This design comes from an exercise in tuning for small area, a short achievable clock period and few clock cycles per item on the open sky130 flow, not from production work. Function was checked by simulation only, so behaviour that the tests miss may differ from the original. Power and IR drop assume default switching activity.

==> design/flow/design.v <==
`default_nettype none
module exec_prefix_add #(
    parameter int N = 32
) (
    input  logic [N-1:0] a,
    input  logic [N-1:0] b,
    input  logic         cin,
    output logic [N-1:0] sum,
    output logic         cout
);
    logic [N-1:0] g0, p0, g, p;
    assign p0 = a ^ b;
    assign g0 = a & b;
    always_comb begin
        g    = g0;
        p    = p0;
        g[0] = g0[0] | (p0[0] & cin);
        for (int step = 1; step < N; step = step * 2) begin
            for (int i = 0; i < N; i++) begin
                if ((i / step) % 2 == 1) begin
                    if (i == step && step == 1) begin
                        g[i] = (g0[1] | (p0[1] & g0[0])) | (p0[1] & p0[0] & cin);
                        p[i] = p0[1] & p0[0];
                    end else if (i == step) begin
                        g[i] = (g0[i] | (p0[i] & g0[i-1])) | (p0[i] & p0[i-1] & g[i-2]);
                        p[i] = p0[i] & p0[i-1] & p[i-2];
                    end else begin
                        g[i] = g[i] | (p[i] & g[(i / step) * step - 1]);
                        p[i] = p[i] & p[(i / step) * step - 1];
                    end
                end
            end
        end
    end
    assign sum  = p0 ^ {g[N-2:0], cin};
    assign cout = g[N-1];
endmodule
module exec_prefix_pg #(
    parameter int N = 32
) (
    input  logic [N-1:0] g0,
    input  logic [N-1:0] p0,
    input  logic         cin,
    output logic [N-1:0] sum,
    output logic         cout
);
    logic [N-1:0] g, p;
    always_comb begin
        g    = g0;
        p    = p0;
        g[0] = g0[0] | (p0[0] & cin);
        for (int step = 1; step < N; step = step * 2) begin
            for (int i = 0; i < N; i++) begin
                if ((i / step) % 2 == 1) begin
                    g[i] = g[i] | (p[i] & g[(i / step) * step - 1]);
                    p[i] = p[i] & p[(i / step) * step - 1];
                end
            end
        end
    end
    assign sum  = p0 ^ {g[N-2:0], cin};
    assign cout = g[N-1];
endmodule
module exec_less_than #(
    parameter int N = 32
) (
    input  logic [N-1:0] a,
    input  logic [N-1:0] b,
    output logic         lt
);
    logic [N-1:0] g, p;
    always_comb begin
        g = a & ~b;
        p = a ^ ~b;
        g[0] = g[0] | p[0];    
        for (int step = 1; step < N; step = step * 2) begin
            for (int i = 2 * step - 1; i < N; i = i + 2 * step) begin
                g[i] = g[i] | (p[i] & g[i - step]);
                p[i] = p[i] & p[i - step];
            end
        end
    end
    assign lt = ~g[N-1];
endmodule
`default_nettype wire
`default_nettype none
module exec_mul_csa (
    input  logic [33:0] s_in,
    input  logic [33:0] c_in,
    input  logic [31:0] a,
    input  logic [3:0]  one,
    input  logic [3:0]  two,
    input  logic [3:0]  neg,
    input  logic [7:0]  corr_a,
    input  logic [7:0]  corr_b,
    input  logic        klast,
    output logic [41:0] sum_out,
    output logic [41:0] carry_out
);
    logic [3:0]  nneg;
    logic [32:0] row0, row1, row2, row3;
    logic [33:0] a2;
    assign a2 = {1'b0, a, 1'b0};
    always_comb begin
        nneg = ~neg;
        for (int k = 0; k < 33; k++) begin
            row0[k] = ((one[0] & a2[k+1]) | (two[0] & a2[k])) ^ neg[0];
            row1[k] = ((one[1] & a2[k+1]) | (two[1] & a2[k])) ^ neg[1];
            row2[k] = ((one[2] & a2[k+1]) | (two[2] & a2[k])) ^ neg[2];
            row3[k] = ((one[3] & a2[k+1]) | (two[3] & a2[k])) ^ neg[3];
        end
    end
    logic fs0, fc0, fs1, fc1, fs2, fc2, fs3, fc3, fs4, fc4, fs5, fc5, fs6, fc6, fs7, fc7, fs8, fc8, fs9, fc9, fs10, fc10, fs11, fc11, fs12, fc12, fs13, fc13, fs14, fc14, fs15, fc15, fs16, fc16, fs17, fc17, fs18, fc18, fs19, fc19, fs20, fc20, fs21, fc21, fs22, fc22, fs23, fc23, fs24, fc24, fs25, fc25, fs26, fc26, fs27, fc27, fs28, fc28, fs29, fc29, fs30, fc30, fs31, fc31, fs32, fc32, fs33, fc33, fs34, fc34, fs35, fc35, fs36, fc36, fs37, fc37, fs38, fc38, fs39, fc39, fs40, fc40, fs41, fc41, fs42, fc42, fs43, fc43, fs44, fc44, fs45, fc45, fs46, fc46, fs47, fc47, fs48, fc48, fs49, fc49, fs50, fc50, fs51, fc51, fs52, fc52, fs53, fc53, fs54, fc54, fs55, fc55, fs56, fc56, fs57, fc57, fs58, fc58, fs59, fc59, fs60, fc60, fs61, fc61, fs62, fc62, fs63, fc63, fs64, fc64, fs65, fc65, fs66, fc66, fs67, fc67, fs68, fc68, fs69, fc69, fs70, fc70, fs71, fc71, fs72, fc72, fs73, fc73, fs74, fc74, fs75, fc75, fs76, fc76, fs77, fc77, fs78, fc78, fs79, fc79, fs80, fc80, fs81, fc81, fs82, fc82, fs83, fc83, fs84, fc84, fs85, fc85, fs86, fc86, fs87, fc87, fs88, fc88, fs89, fc89, fs90, fc90, fs91, fc91, fs92, fc92, fs93, fc93, fs94, fc94, fs95, fc95, fs96, fc96, fs97, fc97, fs98, fc98, fs99, fc99, fs100, fc100, fs101, fc101, fs102, fc102, fs103, fc103, fs104, fc104, fs105, fc105, fs106, fc106, fs107, fc107, fs108, fc108, fs109, fc109, fs110, fc110, fs111, fc111, fs112, fc112, fs113, fc113, fs114, fc114, fs115, fc115, fs116, fc116, fs117, fc117, fs118, fc118, fs119, fc119, fs120, fc120, fs121, fc121, fs122, fc122, fs123, fc123, fs124, fc124, fs125, fc125, fs126, fc126, fs127, fc127, fs128, fc128, fs129, fc129, fs130, fc130, fs131, fc131, fs132, fc132, fs133, fc133, fs134, fc134, fs135, fc135, fs136, fc136, fs137, fc137, fs138, fc138, fs139, fc139, fs140, fc140, fs141, fc141, fs142, fc142, fs143, fc143, fs144, fc144, fs145, fc145, fs146, fc146, fs147, fc147, fs148, fc148, fs149, fc149, fs150, fc150, fs151, fc151, fs152, fc152, fs153, fc153, fs154, fc154, fs155, fc155, fs156, fc156, fs157, fc157, fs158, fc158, fs159, fc159, fs160, fc160, fs161, fc161;
    logic hs0, hc0, hs1, hc1, hs2, hc2, hs3, hc3, hs4, hc4, hs5, hc5, hs6, hc6, hs7, hc7, hs8, hc8, hs9, hc9, hs10, hc10, hs11, hc11, hs12, hc12, hs13, hc13, hs14, hc14, hs15, hc15, hs16, hc16, hs17, hc17;
    exec_fa u_fa0 (.a(s_in[0]), .b(c_in[0]), .c(nneg[0]), .s(fs0), .co(fc0));
    exec_fa u_fa1 (.a(s_in[1]), .b(c_in[1]), .c(neg[0]), .s(fs1), .co(fc1));
    exec_ha u_ha0 (.a(row0[1]), .b(fc0), .s(hs0), .c(hc0));
    exec_fa u_fa2 (.a(s_in[2]), .b(c_in[2]), .c(nneg[1]), .s(fs2), .co(fc2));
    exec_fa u_fa3 (.a(row0[2]), .b(row1[0]), .c(fc1), .s(fs3), .co(fc3));
    exec_ha u_ha1 (.a(fs2), .b(hc0), .s(hs1), .c(hc1));
    exec_fa u_fa4 (.a(s_in[3]), .b(c_in[3]), .c(neg[1]), .s(fs4), .co(fc4));
    exec_fa u_fa5 (.a(row0[3]), .b(row1[1]), .c(fc2), .s(fs5), .co(fc5));
    exec_fa u_fa6 (.a(fs4), .b(fc3), .c(fs5), .s(fs6), .co(fc6));
    exec_fa u_fa7 (.a(s_in[4]), .b(c_in[4]), .c(nneg[2]), .s(fs7), .co(fc7));
    exec_fa u_fa8 (.a(row0[4]), .b(row1[2]), .c(row2[0]), .s(fs8), .co(fc8));
    exec_fa u_fa9 (.a(fc4), .b(fs7), .c(fc5), .s(fs9), .co(fc9));
    exec_ha u_ha2 (.a(fs8), .b(fc6), .s(hs2), .c(hc2));
    exec_fa u_fa10 (.a(s_in[5]), .b(c_in[5]), .c(neg[2]), .s(fs10), .co(fc10));
    exec_fa u_fa11 (.a(row0[5]), .b(row1[3]), .c(row2[1]), .s(fs11), .co(fc11));
    exec_fa u_fa12 (.a(fc7), .b(fs10), .c(fc8), .s(fs12), .co(fc12));
    exec_fa u_fa13 (.a(fs11), .b(fc9), .c(fs12), .s(fs13), .co(fc13));
    exec_fa u_fa14 (.a(s_in[6]), .b(c_in[6]), .c(nneg[3]), .s(fs14), .co(fc14));
    exec_fa u_fa15 (.a(row0[6]), .b(row1[4]), .c(row2[2]), .s(fs15), .co(fc15));
    exec_fa u_fa16 (.a(row3[0]), .b(fc10), .c(fs14), .s(fs16), .co(fc16));
    exec_fa u_fa17 (.a(fc11), .b(fs15), .c(fs16), .s(fs17), .co(fc17));
    exec_ha u_ha3 (.a(fc12), .b(fs17), .s(hs3), .c(hc3));
    exec_fa u_fa18 (.a(s_in[7]), .b(c_in[7]), .c(neg[3]), .s(fs18), .co(fc18));
    exec_fa u_fa19 (.a(row0[7]), .b(row1[5]), .c(row2[3]), .s(fs19), .co(fc19));
    exec_fa u_fa20 (.a(row3[1]), .b(fc14), .c(fs18), .s(fs20), .co(fc20));
    exec_fa u_fa21 (.a(fc15), .b(fs19), .c(fc16), .s(fs21), .co(fc21));
    exec_fa u_fa22 (.a(fs20), .b(fs21), .c(fc17), .s(fs22), .co(fc22));
    exec_fa u_fa23 (.a(s_in[8]), .b(c_in[8]), .c(klast), .s(fs23), .co(fc23));
    exec_fa u_fa24 (.a(row0[8]), .b(row1[6]), .c(row2[4]), .s(fs24), .co(fc24));
    exec_fa u_fa25 (.a(row3[2]), .b(fc18), .c(fs23), .s(fs25), .co(fc25));
    exec_fa u_fa26 (.a(fc19), .b(fs24), .c(fc20), .s(fs26), .co(fc26));
    exec_fa u_fa27 (.a(fs25), .b(fc21), .c(fs26), .s(fs27), .co(fc27));
    exec_fa u_fa28 (.a(s_in[9]), .b(c_in[9]), .c(row0[9]), .s(fs28), .co(fc28));
    exec_fa u_fa29 (.a(row1[7]), .b(row2[5]), .c(row3[3]), .s(fs29), .co(fc29));
    exec_fa u_fa30 (.a(fc23), .b(fc24), .c(fs28), .s(fs30), .co(fc30));
    exec_fa u_fa31 (.a(fs29), .b(fc25), .c(fc26), .s(fs31), .co(fc31));
    exec_ha u_ha4 (.a(fs30), .b(fc27), .s(hs4), .c(hc4));
    exec_fa u_fa32 (.a(s_in[10]), .b(c_in[10]), .c(klast), .s(fs32), .co(fc32));
    exec_fa u_fa33 (.a(row0[10]), .b(row1[8]), .c(row2[6]), .s(fs33), .co(fc33));
    exec_fa u_fa34 (.a(row3[4]), .b(fs32), .c(fc28), .s(fs34), .co(fc34));
    exec_fa u_fa35 (.a(fc29), .b(fs33), .c(fc30), .s(fs35), .co(fc35));
    exec_fa u_fa36 (.a(fs34), .b(fc31), .c(fs35), .s(fs36), .co(fc36));
    exec_fa u_fa37 (.a(s_in[11]), .b(c_in[11]), .c(row0[11]), .s(fs37), .co(fc37));
    exec_fa u_fa38 (.a(row1[9]), .b(row2[7]), .c(row3[5]), .s(fs38), .co(fc38));
    exec_fa u_fa39 (.a(fc32), .b(fc33), .c(fs37), .s(fs39), .co(fc39));
    exec_fa u_fa40 (.a(fs38), .b(fc34), .c(fs39), .s(fs40), .co(fc40));
    exec_ha u_ha5 (.a(fc35), .b(fs40), .s(hs5), .c(hc5));
    exec_fa u_fa41 (.a(s_in[12]), .b(c_in[12]), .c(klast), .s(fs41), .co(fc41));
    exec_fa u_fa42 (.a(row0[12]), .b(row1[10]), .c(row2[8]), .s(fs42), .co(fc42));
    exec_fa u_fa43 (.a(row3[6]), .b(fs41), .c(fc37), .s(fs43), .co(fc43));
    exec_fa u_fa44 (.a(fc38), .b(fs42), .c(fc39), .s(fs44), .co(fc44));
    exec_fa u_fa45 (.a(fs43), .b(fc40), .c(fs44), .s(fs45), .co(fc45));
    exec_fa u_fa46 (.a(s_in[13]), .b(c_in[13]), .c(row0[13]), .s(fs46), .co(fc46));
    exec_fa u_fa47 (.a(row1[11]), .b(row2[9]), .c(row3[7]), .s(fs47), .co(fc47));
    exec_fa u_fa48 (.a(fc41), .b(fc42), .c(fs46), .s(fs48), .co(fc48));
    exec_fa u_fa49 (.a(fs47), .b(fc43), .c(fs48), .s(fs49), .co(fc49));
    exec_ha u_ha6 (.a(fc44), .b(fs49), .s(hs6), .c(hc6));
    exec_fa u_fa50 (.a(s_in[14]), .b(c_in[14]), .c(klast), .s(fs50), .co(fc50));
    exec_fa u_fa51 (.a(row0[14]), .b(row1[12]), .c(row2[10]), .s(fs51), .co(fc51));
    exec_fa u_fa52 (.a(row3[8]), .b(fs50), .c(fc46), .s(fs52), .co(fc52));
    exec_fa u_fa53 (.a(fc47), .b(fs51), .c(fc48), .s(fs53), .co(fc53));
    exec_fa u_fa54 (.a(fs52), .b(fc49), .c(fs53), .s(fs54), .co(fc54));
    exec_fa u_fa55 (.a(s_in[15]), .b(c_in[15]), .c(row0[15]), .s(fs55), .co(fc55));
    exec_fa u_fa56 (.a(row1[13]), .b(row2[11]), .c(row3[9]), .s(fs56), .co(fc56));
    exec_fa u_fa57 (.a(fc50), .b(fc51), .c(fs55), .s(fs57), .co(fc57));
    exec_fa u_fa58 (.a(fs56), .b(fc52), .c(fs57), .s(fs58), .co(fc58));
    exec_ha u_ha7 (.a(fc53), .b(fs58), .s(hs7), .c(hc7));
    exec_fa u_fa59 (.a(s_in[16]), .b(c_in[16]), .c(klast), .s(fs59), .co(fc59));
    exec_fa u_fa60 (.a(row0[16]), .b(row1[14]), .c(row2[12]), .s(fs60), .co(fc60));
    exec_fa u_fa61 (.a(row3[10]), .b(fs59), .c(fc55), .s(fs61), .co(fc61));
    exec_fa u_fa62 (.a(fc56), .b(fs60), .c(fc57), .s(fs62), .co(fc62));
    exec_fa u_fa63 (.a(fs61), .b(fc58), .c(fs62), .s(fs63), .co(fc63));
    exec_fa u_fa64 (.a(s_in[17]), .b(c_in[17]), .c(row0[17]), .s(fs64), .co(fc64));
    exec_fa u_fa65 (.a(row1[15]), .b(row2[13]), .c(row3[11]), .s(fs65), .co(fc65));
    exec_fa u_fa66 (.a(fc59), .b(fc60), .c(fs64), .s(fs66), .co(fc66));
    exec_fa u_fa67 (.a(fs65), .b(fc61), .c(fs66), .s(fs67), .co(fc67));
    exec_ha u_ha8 (.a(fc62), .b(fs67), .s(hs8), .c(hc8));
    exec_fa u_fa68 (.a(s_in[18]), .b(c_in[18]), .c(klast), .s(fs68), .co(fc68));
    exec_fa u_fa69 (.a(row0[18]), .b(row1[16]), .c(row2[14]), .s(fs69), .co(fc69));
    exec_fa u_fa70 (.a(row3[12]), .b(fs68), .c(fc64), .s(fs70), .co(fc70));
    exec_fa u_fa71 (.a(fc65), .b(fs69), .c(fc66), .s(fs71), .co(fc71));
    exec_fa u_fa72 (.a(fs70), .b(fc67), .c(fs71), .s(fs72), .co(fc72));
    exec_fa u_fa73 (.a(s_in[19]), .b(c_in[19]), .c(row0[19]), .s(fs73), .co(fc73));
    exec_fa u_fa74 (.a(row1[17]), .b(row2[15]), .c(row3[13]), .s(fs74), .co(fc74));
    exec_fa u_fa75 (.a(fc68), .b(fc69), .c(fs73), .s(fs75), .co(fc75));
    exec_fa u_fa76 (.a(fs74), .b(fc70), .c(fs75), .s(fs76), .co(fc76));
    exec_ha u_ha9 (.a(fc71), .b(fs76), .s(hs9), .c(hc9));
    exec_fa u_fa77 (.a(s_in[20]), .b(c_in[20]), .c(klast), .s(fs77), .co(fc77));
    exec_fa u_fa78 (.a(row0[20]), .b(row1[18]), .c(row2[16]), .s(fs78), .co(fc78));
    exec_fa u_fa79 (.a(row3[14]), .b(fs77), .c(fc73), .s(fs79), .co(fc79));
    exec_fa u_fa80 (.a(fc74), .b(fs78), .c(fc75), .s(fs80), .co(fc80));
    exec_fa u_fa81 (.a(fs79), .b(fc76), .c(fs80), .s(fs81), .co(fc81));
    exec_fa u_fa82 (.a(s_in[21]), .b(c_in[21]), .c(row0[21]), .s(fs82), .co(fc82));
    exec_fa u_fa83 (.a(row1[19]), .b(row2[17]), .c(row3[15]), .s(fs83), .co(fc83));
    exec_fa u_fa84 (.a(fc77), .b(fc78), .c(fs82), .s(fs84), .co(fc84));
    exec_fa u_fa85 (.a(fs83), .b(fc79), .c(fs84), .s(fs85), .co(fc85));
    exec_ha u_ha10 (.a(fc80), .b(fs85), .s(hs10), .c(hc10));
    exec_fa u_fa86 (.a(s_in[22]), .b(c_in[22]), .c(klast), .s(fs86), .co(fc86));
    exec_fa u_fa87 (.a(row0[22]), .b(row1[20]), .c(row2[18]), .s(fs87), .co(fc87));
    exec_fa u_fa88 (.a(row3[16]), .b(fs86), .c(fc82), .s(fs88), .co(fc88));
    exec_fa u_fa89 (.a(fc83), .b(fs87), .c(fc84), .s(fs89), .co(fc89));
    exec_fa u_fa90 (.a(fs88), .b(fc85), .c(fs89), .s(fs90), .co(fc90));
    exec_fa u_fa91 (.a(s_in[23]), .b(c_in[23]), .c(row0[23]), .s(fs91), .co(fc91));
    exec_fa u_fa92 (.a(row1[21]), .b(row2[19]), .c(row3[17]), .s(fs92), .co(fc92));
    exec_fa u_fa93 (.a(fc86), .b(fc87), .c(fs91), .s(fs93), .co(fc93));
    exec_fa u_fa94 (.a(fs92), .b(fc88), .c(fs93), .s(fs94), .co(fc94));
    exec_ha u_ha11 (.a(fc89), .b(fs94), .s(hs11), .c(hc11));
    exec_fa u_fa95 (.a(s_in[24]), .b(c_in[24]), .c(klast), .s(fs95), .co(fc95));
    exec_fa u_fa96 (.a(row0[24]), .b(row1[22]), .c(row2[20]), .s(fs96), .co(fc96));
    exec_fa u_fa97 (.a(row3[18]), .b(fs95), .c(fc91), .s(fs97), .co(fc97));
    exec_fa u_fa98 (.a(fc92), .b(fs96), .c(fc93), .s(fs98), .co(fc98));
    exec_fa u_fa99 (.a(fs97), .b(fc94), .c(fs98), .s(fs99), .co(fc99));
    exec_fa u_fa100 (.a(s_in[25]), .b(c_in[25]), .c(row0[25]), .s(fs100), .co(fc100));
    exec_fa u_fa101 (.a(row1[23]), .b(row2[21]), .c(row3[19]), .s(fs101), .co(fc101));
    exec_fa u_fa102 (.a(fc95), .b(fc96), .c(fs100), .s(fs102), .co(fc102));
    exec_fa u_fa103 (.a(fs101), .b(fc97), .c(fs102), .s(fs103), .co(fc103));
    exec_ha u_ha12 (.a(fc98), .b(fs103), .s(hs12), .c(hc12));
    exec_fa u_fa104 (.a(s_in[26]), .b(c_in[26]), .c(klast), .s(fs104), .co(fc104));
    exec_fa u_fa105 (.a(row0[26]), .b(row1[24]), .c(row2[22]), .s(fs105), .co(fc105));
    exec_fa u_fa106 (.a(row3[20]), .b(fs104), .c(fc100), .s(fs106), .co(fc106));
    exec_fa u_fa107 (.a(fc101), .b(fs105), .c(fc102), .s(fs107), .co(fc107));
    exec_fa u_fa108 (.a(fs106), .b(fc103), .c(fs107), .s(fs108), .co(fc108));
    exec_fa u_fa109 (.a(s_in[27]), .b(c_in[27]), .c(row0[27]), .s(fs109), .co(fc109));
    exec_fa u_fa110 (.a(row1[25]), .b(row2[23]), .c(row3[21]), .s(fs110), .co(fc110));
    exec_fa u_fa111 (.a(fc104), .b(fc105), .c(fs109), .s(fs111), .co(fc111));
    exec_fa u_fa112 (.a(fs110), .b(fc106), .c(fs111), .s(fs112), .co(fc112));
    exec_ha u_ha13 (.a(fc107), .b(fs112), .s(hs13), .c(hc13));
    exec_fa u_fa113 (.a(s_in[28]), .b(c_in[28]), .c(klast), .s(fs113), .co(fc113));
    exec_fa u_fa114 (.a(row0[28]), .b(row1[26]), .c(row2[24]), .s(fs114), .co(fc114));
    exec_fa u_fa115 (.a(row3[22]), .b(fs113), .c(fc109), .s(fs115), .co(fc115));
    exec_fa u_fa116 (.a(fc110), .b(fs114), .c(fc111), .s(fs116), .co(fc116));
    exec_fa u_fa117 (.a(fs115), .b(fc112), .c(fs116), .s(fs117), .co(fc117));
    exec_fa u_fa118 (.a(s_in[29]), .b(c_in[29]), .c(row0[29]), .s(fs118), .co(fc118));
    exec_fa u_fa119 (.a(row1[27]), .b(row2[25]), .c(row3[23]), .s(fs119), .co(fc119));
    exec_fa u_fa120 (.a(fc113), .b(fc114), .c(fs118), .s(fs120), .co(fc120));
    exec_fa u_fa121 (.a(fs119), .b(fc115), .c(fs120), .s(fs121), .co(fc121));
    exec_ha u_ha14 (.a(fc116), .b(fs121), .s(hs14), .c(hc14));
    exec_fa u_fa122 (.a(s_in[30]), .b(c_in[30]), .c(klast), .s(fs122), .co(fc122));
    exec_fa u_fa123 (.a(row0[30]), .b(row1[28]), .c(row2[26]), .s(fs123), .co(fc123));
    exec_fa u_fa124 (.a(row3[24]), .b(fs122), .c(fc118), .s(fs124), .co(fc124));
    exec_fa u_fa125 (.a(fc119), .b(fs123), .c(fc120), .s(fs125), .co(fc125));
    exec_fa u_fa126 (.a(fs124), .b(fc121), .c(fs125), .s(fs126), .co(fc126));
    exec_fa u_fa127 (.a(s_in[31]), .b(c_in[31]), .c(row0[31]), .s(fs127), .co(fc127));
    exec_fa u_fa128 (.a(row1[29]), .b(row2[27]), .c(row3[25]), .s(fs128), .co(fc128));
    exec_fa u_fa129 (.a(fc122), .b(fc123), .c(fs127), .s(fs129), .co(fc129));
    exec_fa u_fa130 (.a(fs128), .b(fc124), .c(fs129), .s(fs130), .co(fc130));
    exec_ha u_ha15 (.a(fc125), .b(fs130), .s(hs15), .c(hc15));
    exec_fa u_fa131 (.a(s_in[32]), .b(c_in[32]), .c(corr_a[0]), .s(fs131), .co(fc131));
    exec_fa u_fa132 (.a(corr_b[0]), .b(klast), .c(row0[32]), .s(fs132), .co(fc132));
    exec_fa u_fa133 (.a(row1[30]), .b(row2[28]), .c(row3[26]), .s(fs133), .co(fc133));
    exec_fa u_fa134 (.a(fs131), .b(fc127), .c(fc128), .s(fs134), .co(fc134));
    exec_fa u_fa135 (.a(fs132), .b(fs133), .c(fc129), .s(fs135), .co(fc135));
    exec_fa u_fa136 (.a(fs134), .b(fc130), .c(fs135), .s(fs136), .co(fc136));
    exec_fa u_fa137 (.a(s_in[33]), .b(c_in[33]), .c(nneg[0]), .s(fs137), .co(fc137));
    exec_fa u_fa138 (.a(corr_a[1]), .b(corr_b[1]), .c(row1[31]), .s(fs138), .co(fc138));
    exec_fa u_fa139 (.a(row2[29]), .b(row3[27]), .c(fs137), .s(fs139), .co(fc139));
    exec_fa u_fa140 (.a(fc131), .b(fc132), .c(fc133), .s(fs140), .co(fc140));
    exec_fa u_fa141 (.a(fs138), .b(fs139), .c(fc134), .s(fs141), .co(fc141));
    exec_fa u_fa142 (.a(fs140), .b(fc135), .c(fs141), .s(fs142), .co(fc142));
    exec_fa u_fa143 (.a(corr_a[2]), .b(corr_b[2]), .c(klast), .s(fs143), .co(fc143));
    exec_fa u_fa144 (.a(row1[32]), .b(row2[30]), .c(row3[28]), .s(fs144), .co(fc144));
    exec_fa u_fa145 (.a(fc137), .b(fs143), .c(fc138), .s(fs145), .co(fc145));
    exec_fa u_fa146 (.a(fs144), .b(fc139), .c(fc140), .s(fs146), .co(fc146));
    exec_fa u_fa147 (.a(fs145), .b(fc141), .c(fs146), .s(fs147), .co(fc147));
    exec_fa u_fa148 (.a(nneg[1]), .b(corr_a[3]), .c(corr_b[3]), .s(fs148), .co(fc148));
    exec_fa u_fa149 (.a(row2[31]), .b(row3[29]), .c(fc143), .s(fs149), .co(fc149));
    exec_fa u_fa150 (.a(fs148), .b(fc144), .c(fs149), .s(fs150), .co(fc150));
    exec_fa u_fa151 (.a(fc145), .b(fc146), .c(fs150), .s(fs151), .co(fc151));
    exec_fa u_fa152 (.a(corr_a[4]), .b(corr_b[4]), .c(klast), .s(fs152), .co(fc152));
    exec_fa u_fa153 (.a(row2[32]), .b(row3[30]), .c(fc148), .s(fs153), .co(fc153));
    exec_fa u_fa154 (.a(fs152), .b(fc149), .c(fs153), .s(fs154), .co(fc154));
    exec_ha u_ha16 (.a(fc150), .b(fs154), .s(hs16), .c(hc16));
    exec_fa u_fa155 (.a(nneg[2]), .b(corr_a[5]), .c(corr_b[5]), .s(fs155), .co(fc155));
    exec_fa u_fa156 (.a(row3[31]), .b(fc152), .c(fs155), .s(fs156), .co(fc156));
    exec_fa u_fa157 (.a(fc153), .b(fs156), .c(fc154), .s(fs157), .co(fc157));
    exec_fa u_fa158 (.a(corr_a[6]), .b(corr_b[6]), .c(klast), .s(fs158), .co(fc158));
    exec_fa u_fa159 (.a(row3[32]), .b(fc155), .c(fs158), .s(fs159), .co(fc159));
    exec_ha u_ha17 (.a(fc156), .b(fs159), .s(hs17), .c(hc17));
    exec_fa u_fa160 (.a(nneg[3]), .b(corr_a[7]), .c(corr_b[7]), .s(fs160), .co(fc160));
    exec_fa u_fa161 (.a(fc158), .b(fs160), .c(fc159), .s(fs161), .co(fc161));
    assign sum_out[0] = row0[0];
    assign carry_out[0] = fs0;
    assign sum_out[1] = fs1;
    assign carry_out[1] = hs0;
    assign sum_out[2] = fs3;
    assign carry_out[2] = hs1;
    assign sum_out[3] = hc1;
    assign carry_out[3] = fs6;
    assign sum_out[4] = fs9;
    assign carry_out[4] = hs2;
    assign sum_out[5] = hc2;
    assign carry_out[5] = fs13;
    assign sum_out[6] = fc13;
    assign carry_out[6] = hs3;
    assign sum_out[7] = hc3;
    assign carry_out[7] = fs22;
    assign sum_out[8] = fc22;
    assign carry_out[8] = fs27;
    assign sum_out[9] = fs31;
    assign carry_out[9] = hs4;
    assign sum_out[10] = hc4;
    assign carry_out[10] = fs36;
    assign sum_out[11] = hs5;
    assign carry_out[11] = fc36;
    assign sum_out[12] = hc5;
    assign carry_out[12] = fs45;
    assign sum_out[13] = hs6;
    assign carry_out[13] = fc45;
    assign sum_out[14] = hc6;
    assign carry_out[14] = fs54;
    assign sum_out[15] = hs7;
    assign carry_out[15] = fc54;
    assign sum_out[16] = hc7;
    assign carry_out[16] = fs63;
    assign sum_out[17] = hs8;
    assign carry_out[17] = fc63;
    assign sum_out[18] = hc8;
    assign carry_out[18] = fs72;
    assign sum_out[19] = hs9;
    assign carry_out[19] = fc72;
    assign sum_out[20] = hc9;
    assign carry_out[20] = fs81;
    assign sum_out[21] = hs10;
    assign carry_out[21] = fc81;
    assign sum_out[22] = hc10;
    assign carry_out[22] = fs90;
    assign sum_out[23] = hs11;
    assign carry_out[23] = fc90;
    assign sum_out[24] = hc11;
    assign carry_out[24] = fs99;
    assign sum_out[25] = hs12;
    assign carry_out[25] = fc99;
    assign sum_out[26] = hc12;
    assign carry_out[26] = fs108;
    assign sum_out[27] = hs13;
    assign carry_out[27] = fc108;
    assign sum_out[28] = hc13;
    assign carry_out[28] = fs117;
    assign sum_out[29] = hs14;
    assign carry_out[29] = fc117;
    assign sum_out[30] = hc14;
    assign carry_out[30] = fs126;
    assign sum_out[31] = hs15;
    assign carry_out[31] = fc126;
    assign sum_out[32] = hc15;
    assign carry_out[32] = fs136;
    assign sum_out[33] = fs142;
    assign carry_out[33] = fc136;
    assign sum_out[34] = fc142;
    assign carry_out[34] = fs147;
    assign sum_out[35] = fc147;
    assign carry_out[35] = fs151;
    assign sum_out[36] = hs16;
    assign carry_out[36] = fc151;
    assign sum_out[37] = hc16;
    assign carry_out[37] = fs157;
    assign sum_out[38] = hs17;
    assign carry_out[38] = fc157;
    assign sum_out[39] = hc17;
    assign carry_out[39] = fs161;
    assign sum_out[40] = fc160;
    assign carry_out[40] = fc161;
    assign sum_out[41] = 1'b0;
    assign carry_out[41] = 1'b0;
endmodule
module exec_fa (input logic a, input logic b, input logic c, output logic s, output logic co);
    assign s  = a ^ b ^ c;
    assign co = (a & b) | (a & c) | (b & c);
endmodule
module exec_ha (input logic a, input logic b, output logic s, output logic c);
    assign s = a ^ b;
    assign c = a & b;
endmodule
`default_nettype wire
`default_nettype none
module exec_stage (
    input  logic        clock,
    input  logic        reset,
    input  logic        issue_valid,
    input  logic [1:0]  issue_fu,
    input  logic [3:0]  issue_func,
    input  logic [1:0]  opa_select,
    input  logic [2:0]  opb_select,
    input  logic [31:0] inst,
    input  logic [31:0] pc,
    input  logic [31:0] rs1_value,
    input  logic [31:0] rs2_value,
    input  logic [4:0]  issue_tag,
    input  logic        complete_credit,
    output logic [2:0]  fu_free,
    output logic        complete_valid,
    output logic [1:0]  complete_fu,
    output logic [4:0]  complete_tag,
    output logic [31:0] complete_result,
    output logic        complete_take
);
    localparam logic [3:0] ALU_ADD = 4'd0, ALU_SUB = 4'd1, ALU_AND = 4'd2, ALU_OR = 4'd3,
                           ALU_XOR = 4'd4, ALU_SLT = 4'd5, ALU_SLTU = 4'd6, ALU_SLL = 4'd7,
                           ALU_SRL = 4'd8, ALU_SRA = 4'd9;
    localparam logic [3:0] MUL = 4'd10, MULH = 4'd11, MULHSU = 4'd12;
    localparam logic [6:0] OPCODE_JAL  = 7'b1101111;
    localparam logic [6:0] OPCODE_JALR = 7'b1100111;
    logic [31:0] opa, opb;
    logic [29:0] pc_inc;
    always_comb begin
        logic [29:0] c;
        c = pc[31:2];
        for (int step = 1; step < 30; step = step * 2) begin
            for (int i = 0; i < 30; i++) begin
                if ((i / step) % 2 == 1) c[i] = c[i] & c[(i / step) * step - 1];
            end
        end
        pc_inc = pc[31:2] ^ {c[28:0], 1'b1};
    end
    always_comb begin
        case (opa_select)
            2'd0:    opa = rs1_value;
            2'd1:    opa = {pc_inc, pc[1:0]};
            2'd2:    opa = pc;
            default: opa = '0;
        endcase
    end
    always_comb begin
        case (opb_select)
            3'd0:    opb = rs2_value;
            3'd1:    opb = {{20{inst[31]}}, inst[31:20]};
            3'd2:    opb = {{20{inst[31]}}, inst[31:25], inst[11:7]};
            3'd3:    opb = {{19{inst[31]}}, inst[31], inst[7], inst[30:25], inst[11:8], 1'b0};
            3'd4:    opb = {inst[31:12], 12'b0};
            3'd5:    opb = {{11{inst[31]}}, inst[31], inst[19:12], inst[20], inst[30:21], 1'b0};
            default: opb = '0;
        endcase
    end
    logic in_eq_lo, in_eq_hi, in_lt_lo, in_lt_hi, in_jal, in_jalr;
    exec_less_than #(.N(16)) u_lt_lo (.a(rs1_value[15:0]), .b(rs2_value[15:0]), .lt(in_lt_lo));
    exec_less_than #(.N(16)) u_lt_hi (.a(rs1_value[31:16]), .b(rs2_value[31:16]), .lt(in_lt_hi));
    assign in_eq_lo = (rs1_value[15:0] == rs2_value[15:0]);
    assign in_eq_hi = (rs1_value[31:16] == rs2_value[31:16]);
    assign in_jal   = (inst[6:0] == OPCODE_JAL);
    assign in_jalr  = (inst[6:0] == OPCODE_JALR);
    localparam int S_SUM = 0, S_AND = 1, S_OR = 2, S_XOR = 3, S_SLT = 4, S_SLTU = 5,
                   S_SL = 6, S_SR = 7;
    logic        in_sub;
    logic [7:0]  in_sel;
    assign in_sub = !issue_fu[1] &&
                    (issue_func == ALU_SUB || issue_func == ALU_SLT || issue_func == ALU_SLTU);
    always_comb begin
        in_sel = '0;
        if (issue_fu[1]) begin
            in_sel[S_SUM] = 1'b1;
        end else begin
            case (issue_func)
                ALU_ADD, ALU_SUB: in_sel[S_SUM]  = 1'b1;
                ALU_AND:          in_sel[S_AND]  = 1'b1;
                ALU_OR:           in_sel[S_OR]   = 1'b1;
                ALU_XOR:          in_sel[S_XOR]  = 1'b1;
                ALU_SLT:          in_sel[S_SLT]  = 1'b1;
                ALU_SLTU:         in_sel[S_SLTU] = 1'b1;
                ALU_SLL:          in_sel[S_SL]   = 1'b1;
                default:          in_sel[S_SR]   = 1'b1;
            endcase
        end
    end
    logic        x_v, x_br, x_jump, x_clr0, x_sub, x_shl, x_sra;
    logic        x_eq_lo, x_eq_hi, x_lt_lo, x_lt_hi, x_s1, x_s2;
    logic [2:0]  x_f3;
    logic [7:0]  x_sel;
    logic [4:0]  x_tag;
    logic        x_a31;
    logic [31:0] x_p, x_g;
    logic [4:0]  x_sh;
    logic [31:0] in_bx;
    assign in_bx = (in_sel[S_SL] || in_sel[S_SR]) ? 32'b0 : opb ^ {32{in_sub}};
    always_ff @(posedge clock) begin
        if (reset) x_v <= 1'b0;
        else       x_v <= issue_valid && (issue_fu != 2'd1);
    end
    always_ff @(posedge clock) begin
        x_br   <= issue_fu[1];
        x_sel  <= in_sel;
        x_sub  <= in_sub;
        x_shl  <= (issue_func == ALU_SLL);
        x_sra  <= (issue_func == ALU_SRA);
        x_tag  <= issue_tag;
        x_a31  <= opa[31];
        x_p    <= opa ^ in_bx;
        x_g    <= opa & in_bx;
        x_sh   <= opb[4:0];
        x_jump  <= in_jal | in_jalr;
        x_f3    <= inst[14:12];
        x_eq_lo <= in_eq_lo;
        x_eq_hi <= in_eq_hi;
        x_lt_lo <= in_lt_lo;
        x_lt_hi <= in_lt_hi;
        x_s1    <= rs1_value[31];
        x_s2    <= rs2_value[31];
        x_clr0 <= issue_fu[1] & in_jalr;
    end
    logic x_beq, x_bltu, x_blt, x_cond, x_take;
    assign x_beq  = x_eq_hi & x_eq_lo;
    assign x_bltu = x_lt_hi | (x_eq_hi & x_lt_lo);
    assign x_blt  = (x_s1 ^ x_s2) ? x_s1 : x_bltu;
    always_comb begin
        case (x_f3)
            3'b000:  x_cond = x_beq;
            3'b001:  x_cond = ~x_beq;
            3'b100:  x_cond = x_blt;
            3'b101:  x_cond = ~x_blt;
            3'b110:  x_cond = x_bltu;
            3'b111:  x_cond = ~x_bltu;
            default: x_cond = 1'b0;
        endcase
    end
    assign x_take = x_jump | x_cond;
    logic [31:0] x_sum;
    logic        x_cout, x_ltu, x_lt;
    logic [31:0] sh_rot, sh_mask, sh_mask_l, sh_out;
    logic [31:0] x_res;
    exec_prefix_pg #(.N(32)) u_add (
        .g0(x_g), .p0(x_p), .cin(x_sub), .sum(x_sum), .cout(x_cout)
    );
    assign x_ltu = ~x_cout;
    assign x_lt  = ~x_p[31] ? x_a31 : x_ltu;
    logic [4:0] x_rot;
    assign x_rot = x_shl ? 5'd0 - x_sh : x_sh;
    always_comb begin
        sh_rot = x_p;
        for (int k = 0; k < 5; k++) begin
            if (x_rot[k]) sh_rot = 32'({sh_rot, sh_rot} >> (1 << k));
        end
    end
    always_comb begin
        for (int i = 0; i < 32; i++) sh_mask_l[i] = ({27'b0, x_sh} <= i);
        for (int i = 0; i < 32; i++) sh_mask[i] = x_shl ? sh_mask_l[i] : sh_mask_l[31-i];
    end
    assign sh_out = (sh_rot & sh_mask) | ({32{x_sra & x_a31}} & ~sh_mask);
    assign x_res = ({32{x_sel[S_SUM]}} & {x_sum[31:1], x_sum[0] & ~x_clr0})
                 | ({32{x_sel[S_AND]}} & x_g)
                 | ({32{x_sel[S_OR]}}  & (x_g | x_p))
                 | ({32{x_sel[S_XOR]}} & x_p)
                 | {31'b0, (x_sel[S_SLT] & x_lt) | (x_sel[S_SLTU] & x_ltu)}
                 | ({32{x_sel[S_SL] | x_sel[S_SR]}} & sh_out);
    logic        pa_v, pb_v, r_v;
    logic        m_busy;
    logic [3:0]  m_ph;       
    logic [1:0]  credits;
    logic        has_credit;
    logic        m_last, m_first;
    logic        grant_x, grant_pa, grant_pb, grant_mul, granted;
    function automatic logic [3:0] arbitrate(input logic credit, input logic mul_first,
                                             input logic pa, input logic pb, input logic x,
                                             input logic mul);
        arbitrate = 4'b0000;
        if (credit) begin
            if (mul_first)  arbitrate = 4'b0001;    
            else if (pa)    arbitrate = 4'b0100;
            else if (pb)    arbitrate = 4'b0010;
            else if (x)     arbitrate = 4'b1000;
            else if (mul)   arbitrate = 4'b0001;
        end
    endfunction
    logic x_v_n, pa_v_n, pb_v_n, r_v_n, m_busy_n, m_first_n, has_credit_n;
    logic m_free, m_step;
    logic park_a, park_b;
    logic [1:0] credits_next;
    assign x_v_n        = issue_valid && (issue_fu != 2'd1);
    assign pa_v_n       = park_a || (pa_v && !grant_pa);
    assign pb_v_n       = park_b || (pb_v && !grant_pb);
    assign r_v_n        = m_last || (r_v && !grant_mul);
    assign m_busy_n     = m_free ? (issue_valid && (issue_fu == 2'd1)) : m_busy;
    assign m_first_n    = m_free || (m_first && !m_step);
    assign has_credit_n = (credits_next != 2'd0);
    always_ff @(posedge clock) begin
        if (reset) begin
            {grant_x, grant_pa, grant_pb, grant_mul} <= 4'b0000;
        end else begin
            {grant_x, grant_pa, grant_pb, grant_mul} <=
                arbitrate(has_credit_n, r_v_n && m_busy_n && m_first_n, pa_v_n, pb_v_n, x_v_n,
                          r_v_n);
        end
    end
    assign granted = grant_x | grant_pa | grant_pb | grant_mul;
    assign fu_free = {(grant_x & x_br) | grant_pb, m_last, (grant_x & ~x_br) | grant_pa};
    logic [31:0] pa_res, pb_res;
    logic [4:0]  pa_tag, pb_tag;
    logic        pb_take;
    assign park_a = x_v && !x_br && !grant_x;
    assign park_b = x_v &&  x_br && !grant_x;
    always_ff @(posedge clock) begin
        if (reset) begin
            pa_v <= 1'b0;
            pb_v <= 1'b0;
        end else begin
            if (park_a)        pa_v <= 1'b1;
            else if (grant_pa) pa_v <= 1'b0;
            if (park_b)        pb_v <= 1'b1;
            else if (grant_pb) pb_v <= 1'b0;
        end
    end
    always_ff @(posedge clock) begin
        if (park_a) begin
            pa_res <= x_res;
            pa_tag <= x_tag;
        end
        if (park_b) begin
            pb_res  <= x_res;
            pb_tag  <= x_tag;
            pb_take <= x_take;
        end
    end
    logic [31:0] m_a, m_b;
    logic        m_a32, m_uext;
    logic [3:0]  m_one, m_two, m_neg;
    logic [33:0] m_s, m_c;
    logic        m_ci;
    logic [7:0]  m_ls, m_lc;
    logic        m_hi, m_short;
    logic [4:0]  m_tag;
    logic        r_hi, r_short;
    logic [7:0]  r_b0;
    logic [4:0]  r_tag;
    logic        in_asgn, in_bsgn, in_a32, in_uext;
    assign in_asgn = (issue_func == MUL) || (issue_func == MULH) || (issue_func == MULHSU);
    assign in_bsgn = (issue_func == MUL) || (issue_func == MULH);
    assign in_a32  = in_asgn & opa[31];
    assign in_uext = ~in_bsgn & opb[31];
    logic        in_short;
    assign in_short = (opb[31:15] == 17'h00000) || (in_bsgn && (opb[31:15] == 17'h1FFFF));
    assign m_free = !m_busy || m_last;
    assign m_step = m_busy && (!m_first || !r_v || grant_mul);
    logic [7:0]  m_corr_a, m_corr_b;
    logic [33:0] m_s_in, m_c_in;
    logic [41:0] m_sum, m_carry;
    logic [7:0]  m_low;
    logic        m_cout;
    assign m_corr_a = {8{m_uext}} & (({8{m_ph[0]}} & m_a[7:0])   | ({8{m_ph[1]}} & m_a[15:8])
                                   | ({8{m_ph[2]}} & m_a[23:16]) | ({8{m_ph[3]}} & m_a[31:24]));
    assign m_corr_b = {8{m_a32}} & ~m_b[7:0];
    assign m_s_in   = m_first ? 34'h0AAAAAAAB : m_s;
    assign m_c_in   = m_first ? {1'b0, m_a32, 32'b0} : m_c;
    exec_mul_csa u_csa (
        .s_in(m_s_in), .c_in(m_c_in), .a(m_a), .one(m_one), .two(m_two), .neg(m_neg),
        .corr_a(m_corr_a), .corr_b(m_corr_b), .klast(m_last),
        .sum_out(m_sum), .carry_out(m_carry)
    );
    assign {m_cout, m_low} = {1'b0, m_ls} + {1'b0, m_lc} + {8'b0, m_ci};
    function automatic logic [11:0] booth(input logic [8:0] b9);
        logic [3:0] one, two, neg;
        for (int i = 0; i < 4; i++) begin
            one[i] = b9[2*i+1] ^ b9[2*i];
            two[i] = (b9[2*i+2] & ~b9[2*i+1] & ~b9[2*i]) | (~b9[2*i+2] & b9[2*i+1] & b9[2*i]);
            neg[i] = b9[2*i+2];
        end
        booth = {one, two, neg};
    endfunction
    logic [11:0] in_booth, m_next_booth;
    assign in_booth     = booth({opb[7:0], 1'b0});
    assign m_next_booth = booth(m_b[15:7]);
    always_ff @(posedge clock) begin
        if (reset) begin
            m_busy <= 1'b0;
            m_last <= 1'b0;
            r_v    <= 1'b0;
        end else begin
            if (m_free) begin
                m_busy <= issue_valid && (issue_fu == 2'd1);
                m_last <= 1'b0;
            end else if (m_step) begin
                m_last <= m_short ? m_ph[0] : m_ph[2];
            end
            if (m_last)         r_v <= 1'b1;
            else if (grant_mul) r_v <= 1'b0;
        end
    end
    always_ff @(posedge clock) begin
        if (m_free) begin
            m_ph    <= 4'b0001;
            m_first <= 1'b1;
            m_a     <= opa;
            m_b     <= opb;
            m_a32   <= in_a32;
            m_uext  <= in_uext;
            {m_one, m_two, m_neg} <= in_booth;
            m_hi    <= (issue_func != MUL);
            m_short <= in_short;
            m_tag   <= issue_tag;
        end else if (m_step) begin
            m_ph    <= {m_ph[2:0], 1'b0};
            m_first <= 1'b0;
            m_b     <= {m_low, m_b[31:8]};
            {m_one, m_two, m_neg} <= m_next_booth;
        end
    end
    always_ff @(posedge clock) begin
        if (m_step) begin
            m_ls <= m_sum[7:0];
            m_lc <= m_carry[7:0];
            m_ci <= !m_first && m_cout;
            m_c  <= m_carry[41:8];
            if (m_last && !m_hi && !m_short) m_s <= {10'b0, m_low, m_b[31:16]};
            else                             m_s <= m_sum[41:8];
        end
        if (m_last) begin
            r_hi    <= m_hi;
            r_short <= m_short;
            r_b0    <= m_low;
            r_tag   <= m_tag;
        end
    end
    logic [39:0] mh_sum;
    exec_prefix_add #(.N(40)) u_mh_add (
        .a({m_s[31:0], m_ls}), .b({m_c[31:0], m_lc}), .cin(m_ci), .sum(mh_sum), .cout()
    );
    logic        g_m00, g_m01, g_m10, g_m11;
    logic [31:0] mh_res00, mh_res01, mh_res10, mh_res11;
    assign g_m00 = grant_mul & ~r_short & ~r_hi;
    assign g_m01 = grant_mul & ~r_short &  r_hi;
    assign g_m10 = grant_mul &  r_short & ~r_hi;
    assign g_m11 = grant_mul &  r_short &  r_hi;
    assign mh_res00 = {mh_sum[7:0], m_s[23:0]};
    assign mh_res01 = mh_sum[39:8];
    assign mh_res10 = {mh_sum[23:0], r_b0};
    assign mh_res11 = {{16{mh_sum[39]}}, mh_sum[39:24]};
    assign credits_next = credits + {1'b0, complete_credit} - {1'b0, granted};
    always_ff @(posedge clock) begin
        if (reset) begin
            credits        <= 2'd2;
            has_credit     <= 1'b1;
            complete_valid <= 1'b0;
        end else begin
            credits        <= credits_next;
            has_credit     <= (credits_next != 2'd0);
            complete_valid <= granted;
        end
    end
    always_ff @(posedge clock) begin
        complete_fu     <= grant_x ? {x_br, 1'b0} : grant_pa ? 2'd0 : grant_pb ? 2'd2 : 2'd1;
        complete_tag    <= grant_x ? x_tag : grant_pa ? pa_tag : grant_pb ? pb_tag : r_tag;
        complete_take   <= grant_x ? (x_br & x_take) : grant_pb & pb_take;
        complete_result <= ({32{grant_x}}   & x_res)
                         | ({32{grant_pa}}  & pa_res)
                         | ({32{grant_pb}}  & pb_res)
                         | ({32{g_m00}} & mh_res00)
                         | ({32{g_m01}} & mh_res01)
                         | ({32{g_m10}} & mh_res10)
                         | ({32{g_m11}} & mh_res11);
    end
endmodule
`default_nettype wire
==> design/flow/flow/run.sh <==
#!/bin/bash
# The standard layout, with the port buffers made of buf_2 cells instead of the cell
# buffer_ports picks by default. Synthesis, floorplan, power grid and the rest are the
# standard flow's. make's full output goes to standard.log in this folder; ORFS writes
# each step's log under orfs/logs/.
set -euo pipefail
bash standard.sh "BUFFER_PORTS_ARGS=-buffer_cell sky130_fd_sc_hd__buf_2" finish > standard.log 2>&1
==> design/flow/standard.sh <==
#!/bin/bash
# synth_recipe.tcl (not shown) runs the flow's synth.tcl, then flattens the netlist and writes it again
# the make line also repeats each setting of config.mk as NAME=value (left out here)
make -C /OpenROAD-flow-scripts/flow DESIGN_CONFIG=/design/flow/config.mk WORK_HOME=/design/flow/orfs CLKGATE_MAP_FILE= SYNTH_SCRIPT=/design/flow/synth_recipe.tcl "${@:-finish}"
==> design/flow/config.mk <==
export PLATFORM = sky130hd
export DESIGN_NAME = exec_stage
export DESIGN_NICKNAME = exec_stage
export VERILOG_FILES = /design/flow/design.v
export SDC_FILE = /design/flow/constraint.sdc
export NUM_CORES = 4
export LEC_CHECK = 0
export CAP_MARGIN = 20
export CORE_MARGIN = 2
export CORE_UTILIZATION = 55
export CTS_CLUSTER_DIAMETER = 80
export CTS_CLUSTER_SIZE = 30
export PLACE_DENSITY = 0.65
export SETUP_SLACK_MARGIN = 4.6
export SLEW_MARGIN = 20
==> design/flow/constraint.sdc <==
create_clock -name core_clock -period 8.0 [get_ports {clock}]
set_input_delay 1.6000 -clock core_clock [delete_from_list [all_inputs] [get_ports {clock}]]
set_output_delay 1.6000 -clock core_clock [all_outputs]
set_load 0.01 [all_outputs]
==> qor.csv, run 1 <==
stage;metric;value;unit
yosys;synthCells;3114;
layout;drive_gt1_share;20.8;%
placement;port_buffers;191;
global_route;antenna_found_initial;7;
drt;drt-initial-drc-count;3886;
worst_setup_path;cp_max_fo;3;
clock_network;clkSlewWorstSetupHoldPaths;0.11;ns
layout;fin_cells;4065;
placement;placed_area;32000;µm²
power;p_leak;14.7;nW
clock_network;cts_inserted_buffers;25;
sta;period_share;44.2;%
sta;report.final.slew_viol_count;0;
yosys;synth_ff_type;edfxtp_1;
drt;wl_per_cell;29.1;µm
floorplan;dieArea;57500;µm²
yosys;synthTopCellsByArea;edfxtp_1, fa_1, dfxtp_1;
sta;finalSetupViolCount;0;
global_route;grt_pass1_vias;25200;
global_route;grt_pass1_wl;168000;µm
layout;nets;3744;
worst_setup_path;crit_arrival;4.00;ns
outcome;status;complete, no violations;
layout;final_util;64.3;%
drt;dr.pass1.iters;9;
floorplan;die_w;240;µm
yosys;synth.distinct_cells;87;
yosys;yosys_warnings;5;
drt;post_drt_via_cell_ratio;6.55;
worst_setup_path;cpLargestDelayFamily;compound AO/OA/AOI/OAI gates;
floorplan;start_util;55.6;%
yosys;yosysSeqAreaShare;35.1;%
clock_network;cts-root-buf;clkbuf_16;
sta;finalCriticalPeriod;3.54;ns
placement;place_inst;3868;
sta;tightest_slew;1.14;ns
yosys;synth_top_cell_by_area;edfxtp_1;
floorplan;die_h;240;µm
sta;finalHoldViolCount;0;
yosys;synth_nets;3564;
floorplan;io_pins;192;
yosys;synth_edf_count;254;
yosys;avgSynthCellArea;9.82;µm²
sta;finalClockSkew;0.0404;ns
yosys;synth_common_cells;edfxtp_1, inv_1, nand2_1, nor2_1, clkbuf_1;
worst_setup_path;start_kind;flip-flop;
yosys;syn_area;30600;µm²
layout;nFillCells;4484;
yosys;async_flop_share;0;%
clock_network;cts_tree;built;
worst_setup_path;cpPeakStageDelay;0.58;ns
run;cap_violations;0;
clock_network;cts_sinks;409;
layout;areaGrowthSynthToFinish;15.6;%
global_route;overflow;0;
clock_network;clock_latency;0.62;ns
worst_setup_path;crit_chain;ha_2, or2_4, ha_4, o211ai_1, a21oi_2, nor4_4, buf_4, buf_6, nor2_2, xor2_1, a222oi_1, o31ai_2, a221oi_2, o21ai_1;
global_route;track_usage;40.2;%
placement;globalplace.congestion;1.01;
worst_setup_path;cp.required;8.46;ns
worst_setup_path;end_kind;flip-flop;
worst_setup_path;path_buf_inv;2;
placement;hpwl;88600;µm
drt;ant_nets;0;
sta;max-slew-margin-rel;23.2;%
clock_network;htree_levels;1;
worst_setup_path;crit_type;reg2reg;
sta;max_freq;283;MHz
yosys;yosys.area.top_type_share;24.9;%
drt;drt_wl_total;118000;µm
yosys;yosysMostFrequentCell;edfxtp_1;
worst_setup_path;cp_slowest_cell;a222oi_1;
sta;rsz0062_at_grt;true;
floorplan;rows;86;
global_route;grt_max_degree;92;
drt;drcViolationCount;0;
hold_path;hold_path_class;reg2reg;
clock_network;clockBufferDepth;3;
drt;num_vias;26600;
power;power_density;274;nW/µm²
power;power.total;0.00968;W
sta;tns;0;ns
floorplan;core-area;55000;µm²
yosys;yosys_register_bits;409;
clock_network;hold_buffers;0;
power;ir_worst_vdd;0.173;mV
layout;fin_area;35300;µm²
worst register-to-register path, cell delays in order (launching register included):
cell and delay, ns:
dfxtp_2 0.34, ha_2 0.16, or2_4 0.26, ha_4 0.17
o211ai_1 0.24, a21oi_2 0.13, nor4_4 0.33, buf_4 0.18
buf_6 0.09, nor2_2 0.04, xor2_1 0.14, a222oi_1 0.58
o31ai_2 0.28, a221oi_2 0.32, o21ai_1 0.14
cell usage in the layout (no fill, tap or decap), drive strengths merged, types with 27 or more instances in the layout:
cell    count
a21o       32
a21oi     192
a222oi     51
a22oi     165
buf       376
clkbuf     33
dfxtp     155
edfxtp    254
fa        159
ha        143
inv       240
mux2i     130
nand2     222
nand2b     51
nand3      39
nor2      217
nor2b      43
nor3       46
o21ai     173
or2        27
xnor2     186
xor2       55
final timing paths:
check / startpoint / to / slack [ns] / depth (start not counted)
setup / recovery: x_p[0] / complete_result[12] / 4.46 / 14
hold / removal: m_tag[2] / r_tag[2] / 0.43 / 0
setup reg to reg: x_p[0] / complete_result[12] / 4.46 / 14
hold reg to reg: m_tag[2] / r_tag[2] / 0.43 / 0
where the power goes:
part | internal (W) | switching [W]
Clock | 0.000651 | 0.000885
Combinational | 0.00199 | 0.00303
Sequential | 0.00275 | 0.000373
Total | 0.00539 | 0.00428
per-stage QoR:
| step | setup slack (ns) | hold slack (ns) |
|---|---|---|
| 2_1_floorplan | 4.02 | 0.400 |
| 3_3_place_gp | 3.43 | 0.402 |
| 3_5_place_dp | 3.29 | 0.410 |
| 4_1_cts | 4.56 | 0.435 |
| 5_1_grt | 4.36 | 0.456 |
| 6_report | 4.46 | 0.433 |
sequential cells by signal, indices dropped and copies added (netlist names), 32 cells and up:
| register | flops |
|---|---|
| m_b | 32 |
| m_c | 33 |
| m_s | 33 |
| m_a | 32 |
| complete_result | 32 |
| pb_res | 32 |
| pa_res | 32 |
| x_p | 32 |
| x_g | 32 |
cell families (layout without fill, tap and decap cells):
group / Yosys count / in the layout / share of synthesized area, %
xor gates and xnor gates: 241 / 241 / 6.99
other: 0 / 5 / 0
AOI/OAI and AO/OA: 773 / 773 / 17.1
buffers and inverters: 467 / 665 / 6.01
and+or+nand+nor: 746 / 746 / 11.6
muxes: 176 / 176 / 6.95
DFF: 409 / 409 / 35.1
adders and majority gates: 302 / 302 / 16.3
final cells by class:
type                    count  area, µm²  share of cell area [%]
repair buffers            383       2790                    7.89
well taps                 748        936                    2.65
diodes                      5       12.5                  0.0354
clock inverters            18        287                   0.811
multi-input cells        2238      19000                    53.7
inverters                 236        953                    2.70
flip-flops and latches    409      10800                    30.4
repair inverters            1       8.76                  0.0248
clock buffers              27        633                    1.79
metal layers:
| metal | GRT usage [%] | vias to the layer above | share of wire (%) |
|---|---|---|---|
| met3 | 11.2 | 363 | 13 |
| li1 | - | 11500 | - |
| met1 | 54.9 | 12900 | 38 |
| met5 | 0 | - | 0.011 |
| met4 | 18.2 | 2 | 5.9 |
| met2 | 59.3 | 1891 | 43 |
repair_timing:
action                     CTS  global route
setup endpoints to repair  219           118
pin swaps                   26            67
buffers inserted            46            92
gates cloned                 6             3
resized for setup          113           157
Testbench counts, summed over its fixed seeds: cycles 35,907, items 32,000.
==> run 2, diff against run 1 <==
--- a/design/flow/config.mk
+++ b/design/flow/config.mk
@@ -7,9 +7,9 @@
 export LEC_CHECK = 0
 export CAP_MARGIN = 20
 export CORE_MARGIN = 2
-export CORE_UTILIZATION = 55
+export CORE_UTILIZATION = 45
 export CTS_CLUSTER_DIAMETER = 80
 export CTS_CLUSTER_SIZE = 30
-export PLACE_DENSITY = 0.65
+export PLACE_DENSITY = 0.55
 export SETUP_SLACK_MARGIN = 4.6
 export SLEW_MARGIN = 20
==> run 2 against run 1 <==
Largest power group unchanged. Critical path depth is 4 lower. Core utilization fell by 11 points. Clock-buffer cell count up 7. Still clean on timing, DRC and antenna. Clock power increased by 19%. Final area up 1.8%. Synthesized area unchanged. Power increased by 3.5%.
==> qor.csv, run 2 <==
stage;metric;value;unit;change
yosys;synth.distinct_cells;87;;unchanged
sta;finalSetupViolCount;0;;unchanged
layout;areaGrowthSynthToFinish;17.7;%;
sta;whs;0.430;ns;-0.00325 ns
layout;drive_gt1_share;21.6;%;+0.73 points
sta;rsz0062_at_grt;true;;
yosys;yosysSeqAreaShare;35.1;%;unchanged
power;power_density;278;nW/µm²;+1.7%
sta;max_freq;279;MHz;-1.4%
global_route;overflow;0;;unchanged
placement;hpwl;93800;µm;+5.9%
worst_setup_path;cpPeakStageDelay;0.92;ns;+0.34 ns
drt;wl_per_cell;29.4;µm;+1.3%
global_route;grt_max_degree;64;;-30%
power;switchingPower;0.00445;W;+3.8%
yosys;synth_common_cells;edfxtp_1, inv_1, nand2_1, nor2_1, clkbuf_1;;
yosys;synthCells;3114;;unchanged
sta;max-slew-margin-rel;16.1;%;-7.1 points
sta;period_share;44.8;%;+0.64 points
worst_setup_path;crit_type;reg2reg;;
yosys;yosysMostFrequentCell;edfxtp_1;;
sta;report.final.slew_viol_count;0;;unchanged
placement;port_buffers;191;;unchanged
yosys;yosys_register_bits;409;;unchanged
drt;ant_nets;0;;unchanged
clock_network;cts_inserted_buffers;31;;+24%
floorplan;die_w;265;µm;+10%
drt;post_drt_via_cell_ratio;6.26;;-4.4%
layout;final_cell_mix;edfxtp_1, inv_1, nand2_1, nor2_1, buf_2;;
clock_network;clkSlewWorstSetupHoldPaths;0.11;ns;about the same
global_route;grt_pass1_wl;176000;µm;+4.7%
drt;drt_wl_total;124000;µm;+4.6%
placement;globalplace.congestion;0.985;;-2.9%
sta;tightest_slew;1.24;ns;+0.101 ns
drt;num_vias;26300;;-1.3%
global_route;grt_pass1_vias;25500;;+0.93%
clock_network;cts_tree;built;;
clock_network;cts_sinks;409;;unchanged
yosys;synthTopCellsByArea;edfxtp_1, fa_1, dfxtp_1;;
power;ir_worst_vdd;0.144;mV;-17%
run;cap_violations;0;;unchanged
sta;finalClockSkew;0.0345;ns;-0.00595 ns
worst_setup_path;crit_chain;ha_4, or2_4, ha_4, o211ai_1, a21oi_2, or3_4, ha_4, a222oi_1, o21ai_2, a221o_1;;
sta;finalCriticalPeriod;3.59;ns;+0.0510 ns
worst_setup_path;path_buf_inv;0;;-2
floorplan;die_h;265;µm;+10%
clock_network;clockBufferDepth;3;;unchanged
worst_setup_path;path_common_cell;ha_4;;
yosys;synth_edf_count;254;;unchanged
power;sw_frac_of_total;44.4;%;+0.13 points
sta;finalHoldViolCount;0;;unchanged
layout;nFillCells;6117;;+36%
floorplan;rows;95;;+10%
global_route;antenna_found_initial;10;;+3
worst_setup_path;end_kind;flip-flop;;
global_route;track_usage;34.3;%;-5.9 points
worst_setup_path;cp_max_fo;3;;unchanged
floorplan;dieArea;70100;µm²;+22%
worst_setup_path;crit_arrival;4.12;ns;+0.12 ns
yosys;yosys_warnings;5;;unchanged
worst_setup_path;start_kind;flip-flop;;
drt;dr.pass1.iters;7;;-2
yosys;syn_area;30600;µm²;unchanged
yosys;synth_top_cell_by_area;edfxtp_1;;
worst_setup_path;cpLargestDelayFamily;compound AO/OA/AOI/OAI gates;;
drt;drcViolationCount;0;;unchanged
clock_network;htree_levels;1;;unchanged
floorplan;core-area;67300;µm²;+22%
hold_path;hold_path_class;reg2reg;;
worst_setup_path;cp_slowest_cell;a222oi_1;;
worst_setup_path;cp.required;8.53;ns;+0.07 ns
power;p_int;0.00557;W;+3.3%
yosys;synth_nets;3564;;unchanged
clock_network;cts-root-buf;clkbuf_16;;
yosys;async_flop_share;0;%;unchanged
clock_network;hold_buffers;0;;unchanged
power;p_clk_share;18.2;%;+2.3 points
yosys;avgSynthCellArea;9.82;µm²;unchanged
power;seq_power_share;31.1;%;-1.2 points
outcome;status;complete, no violations;;
clock_network;clock_latency;0.64;ns;+0.02 ns
floorplan;start_util;45.5;%;-10 points
layout;nets;3741;;-0.080%
layout;layout_commonest_cell;edfxtp_1;;
power;p_comb_share;50.7;%;-1.2 points
drt;drt-initial-drc-count;3420;;-12%
floorplan;io_pins;192;;unchanged
power;p_leak;14.9;nW;+1.3%
layout;final_util;53.5;%;-11 points
yosys;yosys.area.top_type_share;24.9;%;unchanged
sta;tns;0;ns;unchanged
yosys;synth_ff_type;edfxtp_1;;
layout;reg_top3;m_c (33), m_s (33);;
## run 2: changes by cell type in the layout (fill, tap and decap cells not counted), sizes merged
cell,change
buf,-11
clkbuf,+8
inv,+4
clkinv,+3
diode,+3
## run 2: logic make-up after synthesis
family / Yosys count / synth area share, %
AOI/OAI and AO/OA: 773 / 17.1
and+or+nand+nor: 746 / 11.6
DFF: 409 / 35.1
muxes: 176 / 6.95
xor gates and xnor gates: 241 / 6.99
buffers and inverters: 467 / 6.01
adders and majority gates: 302 / 16.3
## run 2: final cells by class
cell class	instances	area (µm²)	share of cell area, %
inverter	236	931	2.59
tap	873	1090	3.04
sequential	409	10800	29.9
antenna	8	20.0	0.0556
clock buffer	34	797	2.22
multi-input combinational	2238	19100	53.1
clock inverter	24	405	1.13
timing repair buffer	373	2850	7.92
timing repair inverter	2	16.3	0.0452
## run 2: path summary, 6_finish.rpt
path	cells past startpoint	slack, ns	to	startpoint
max	10	4.41	complete_result[8]	x_p[0]
min	0	0.43	r_tag[1]	m_tag[1]
max reg2reg	10	4.41	complete_result[8]	x_p[0]
min reg2reg	0	0.43	r_tag[1]	m_tag[1]
## run 2: power groups by stage
| stage | Clock [W] | Combinational (W) | Sequential, W |
|---|---|---|---|
| 2_1_floorplan | 0 | 0.00286 | 0.00291 |
| 3_3_place_gp | 0 | 0.00441 | 0.00318 |
| 3_5_place_dp | 0 | 0.00447 | 0.00318 |
| 4_1_cts | 0.00184 | 0.00474 | 0.00311 |
| 5_1_grt | 0.00192 | 0.00549 | 0.00312 |
| 6_report | 0.00183 | 0.00508 | 0.00311 |
## run 2: per-stage QoR
| step | instance area [µm²] | instances | total power [W] | setup WS, ns |
|---|---|---|---|---|
| after floorplan | 30700 | 3114 | 0.00577 | 4.02 |
| after global placement | 32100 | 3991 | 0.00759 | 3.45 |
| after detailed placement | 32100 | 3991 | 0.00765 | 3.38 |
| after CTS | 34600 | 4112 | 0.00969 | 4.35 |
| after global routing | 36000 | 4190 | 0.0105 | 4.30 |
| final | 36000 | 4197 | 0.0100 | 4.41 |
## run 2: per-layer routing
metal,up-vias,global-route usage [%],part of all wire (%)
met5,-,0,0.024
met4,4,14.4,5.1
li1,11500,-,-
met3,241,6.33,9.7
met2,1544,53.4,44
met1,13000,47.2,41
## run 2: timing repair
| item | CTS | global route |
|---|---|---|
| pin swaps | 62 | 100 |
| setup endpoints to repair | 205 | 126 |
| setup buffers | 58 | 71 |
| gates resized for setup | 149 | 151 |
| gates cloned | 5 | 6 |

[re-timing with driven ports]
In the flow no input, the clock included, has a driving cell. The finished layouts below were timed again as built, in two steps.
Step 1, drivers: a clkbuf_16 drives clock and a buf_2 each remaining input, both assumed.
Step 2, shift: input delay + t, output delay - t, t = (earliest + latest rising clock arrival at the registers) / 2. This alone moves slack from input paths to output paths.
a / b / c = ideal ports / drivers / drivers and shift; a / b = the first two.
run | shift t [ns] | setup WS [ns] | worst setup path at the end | worst data-port slew with drivers (ns)
run 1 | 0.664 | 4.463 / 4.463 / 3.981 | input to register | 0.07
run 2 | 0.697 | 4.412 / 4.412 / 3.849 | input to register | 0.13
After both steps setup and hold are still met in every run listed. The setup slack of run 2, which loses most, moves by 0.000 ns with the drivers and by -0.563 ns with both steps.
